This design comes from an exercise in tuning for small area on the open sky130 flow, not from production work.
Only simulation tests tie the RTL to the original design; equivalence was not proved.

## matmul_top
module matmul_top #(
  parameter int DATA_W = 32,
  parameter int ADDR_W = 12
) (
  input  logic              clk,
  input  logic              reset_n,
  input  logic              dut_valid,
  output logic              dut_ready,
  output logic [ADDR_W-1:0] input_read_address,
  input  logic [DATA_W-1:0] input_read_data,
  output logic [ADDR_W-1:0] weight_read_address,
  input  logic [DATA_W-1:0] weight_read_data,
  output logic              result_write_enable,
  output logic [ADDR_W-1:0] result_write_address,
  output logic [DATA_W-1:0] result_write_data
);
Size: roughly 1,100 cells after synthesis, ~12,000 µm² of cells after synthesis.
export LEC_CHECK = 0
export CAP_MARGIN = 20
export CORE_MARGIN = 2
export CORE_UTILIZATION = 70
export CTS_BUF_LIST = sky130_fd_sc_hd__clkbuf_4 sky130_fd_sc_hd__clkbuf_8
export GPL_TIMING_DRIVEN = 0
export SLEW_MARGIN = 20
export SYNTH_HIERARCHICAL = 1
export SYNTH_MINIMUM_KEEP_SIZE = 0
create_clock -name core_clock -period 10.0 [get_ports {clk}]
standard.sh (not shown) runs the stock make flow with config.mk's settings and CLKGATE_MAP_FILE= SYNTH_SCRIPT=/design/flow/synth_recipe.tcl, a recipe that flattens the netlist after the stock synthesis.
==> flow/flow/run.sh <==
#!/bin/bash
# The standard layout, with the port buffers made from the smallest buffer
# cell instead of the one buffer_ports picks by itself.
set -euo pipefail
export BUFFER_PORTS_ARGS="-buffer_cell sky130_fd_sc_hd__buf_1"
export REMOVE_ABC_BUFFERS=1
bash standard.sh > standard.log 2>&1
==> next run, changes <==
Settings changed: CTS_CLUSTER_DIAMETER from default to 80, CTS_CLUSTER_SIZE from default to 40.
Global-route usage stays the same.
Wire length does not change.
Cell area is unchanged.
Core utilization is unchanged.

--- another note on this design; it stands on its own ---

==> inputs of job 1225 <==
// matmul_top
module matmul_top #(
  parameter int DATA_W = 32,
  parameter int ADDR_W = 12
) (
  input  logic              clk,
  input  logic              reset_n,
  input  logic              dut_valid,
  output logic              dut_ready,
  output logic [ADDR_W-1:0] input_read_address,
  input  logic [DATA_W-1:0] input_read_data,
  output logic [ADDR_W-1:0] weight_read_address,
  input  logic [DATA_W-1:0] weight_read_data,
  output logic              result_write_enable,
  output logic [ADDR_W-1:0] result_write_address,
  output logic [DATA_W-1:0] result_write_data
);
  localparam logic [1:0] S_IDLE = 2'd0, S_DIMS = 2'd1, S_RUN = 2'd2, S_FIN = 2'd3;
  logic [1:0]        state;
  logic [1:0]        ph;         
  logic              kend_q;     
  logic              wr_arm;     
  logic [ADDR_W-1:0] a_addr;
  logic [ADDR_W-1:0] b_addr;
  logic [ADDR_W-1:0] k_cnt;      
  logic [ADDR_W-1:0] nm1;        
  logic [ADDR_W-1:0] np;         
  logic [ADDR_W-1:0] m_rem;      
  logic [ADDR_W-1:0] c_addr;
  logic              k_end, j_end, i_end, adv, restart;
  logic [7:0]        y;
  logic              yb;
  logic [3:0]        dead;
  logic [DATA_W-1:0] base_n;
  logic              clr;        
  logic [2:0]        cq_n;       
  logic [2:0]        ci_n;
  logic [2:0]        co_n;
  logic [DATA_W-1:0] acc_n;      
  logic [DATA_W-1:0] sum_n;
  assign dut_ready            = (state == S_IDLE);
  assign input_read_address   = a_addr;
  ...
==> flow/config.mk <==
export PLATFORM = sky130hd
export DESIGN_NAME = matmul_top
export DESIGN_NICKNAME = matmul_top
export VERILOG_FILES = /design/flow/design.v
export SDC_FILE = /design/flow/constraint.sdc
export NUM_CORES = 4
export LEC_CHECK = 0
export CAP_MARGIN = 20
export CORE_MARGIN = 2
export CORE_UTILIZATION = 65
export CTS_BUF_LIST = sky130_fd_sc_hd__clkbuf_4 sky130_fd_sc_hd__clkbuf_8
export SLEW_MARGIN = 20
export SYNTH_HIERARCHICAL = 1
export SYNTH_MINIMUM_KEEP_SIZE = 0
==> flow/constraint.sdc <==
create_clock -name core_clock -period 10.0 [get_ports {clk}]
set_input_delay 2.0000 -clock core_clock [delete_from_list [all_inputs] [get_ports {clk}]]
set_output_delay 2.0000 -clock core_clock [all_outputs]
set_load 0.01 [all_outputs]
standard.sh (not shown) runs the stock make flow with config.mk's settings and CLKGATE_MAP_FILE= SYNTH_SCRIPT=/design/flow/synth_recipe.tcl, a recipe that flattens the netlist after the stock synthesis.
==> flow/flow/run.sh <==
#!/bin/bash
# The standard layout, with the port buffers made from the smallest buffer
# cell instead of the one buffer_ports picks by itself.
set -euo pipefail
export BUFFER_PORTS_ARGS="-buffer_cell sky130_fd_sc_hd__buf_1"
bash standard.sh > standard.log 2>&1
==> job 4502 (differences from job 1225) <==
==> flow/run.sh (new file) <==
#!/bin/bash
# synth_recipe.tcl (not shown) runs the flow's synth.tcl, then flattens the netlist and writes it again
# the make line also repeats each setting of config.mk as NAME=value (left out here)
make -C /OpenROAD-flow-scripts/flow DESIGN_CONFIG=/design/flow/config.mk WORK_HOME=/design/flow/orfs CLKGATE_MAP_FILE= SYNTH_SCRIPT=/design/flow/synth_recipe.tcl finish
removed: flow/flow/run.sh
removed: flow/standard.sh
==> comparison table <==
	job 4502	job 1225
Placed instance count	1433	1428
Detailed Routing Iterations Pass 1	5	6
Average wire per cell in the routed design	20.6 um	19.9 um
Delay contributed by the slowest stage of the critical path	0.65 ns	0.54 ns
Met1 wire length	11.6 mm	12.1 mm
Worst hold slack	0.508 ns	0.500 ns
Proportion of cell area occupied by registers	25.0%	26.7%
Non-Clock Buffer Count	177	172
Net count, final	1431	1426
Run status	no timing/DRC/antenna violations	no timing/DRC/antenna violations
Transition at the pin with the smallest max-transition slack	1.08 ns	1.09 ns
Area of the multi-input gates	0.00754 mm^2	0.00753 mm^2
Sum of met2 wire segment lengths after detailed routing	14.5 mm	13.7 mm

==> separate check: timing with driven ports <==
Ports are ideal in the flow. The routed layouts listed here were re-timed in OpenROAD.
Step 1 (the two cells are an assumption about what drives the block):
set clk [get_ports {clk}]
set_driving_cell -lib_cell sky130_fd_sc_hd__clkbuf_16 $clk
set_driving_cell -lib_cell sky130_fd_sc_hd__buf_2 [delete_from_list [all_inputs] $clk]
Step 2 also shifts input and output timing later by t, the mid clock arrival at the registers, as if the neighbouring blocks saw the same clock.
Slacks: no drivers / after step 1 / after step 2; pairs: no drivers / after step 1.
run	shift t [ns]	slack for setup (ns)	hold WS [ns]	worst slew at a driven data input, ns
the first run of note 1	0.488	0.300 / 0.317 / -0.172	0.514 / 0.514 / 0.514	0.06
the second run of note 1	0.488	0.300 / 0.317 / -0.172	0.514 / 0.514 / 0.514	0.06
job 1225	0.493	0.541 / 0.564 / 0.071	0.500 / 0.500 / 0.500	0.03
job 4502	0.489	0.327 / 0.345 / -0.145	0.508 / 0.508 / 0.508	0.05
With both steps, setup timing fails in the first run of note 1, the second run of note 1 and job 4502, where it was met with ideal ports.
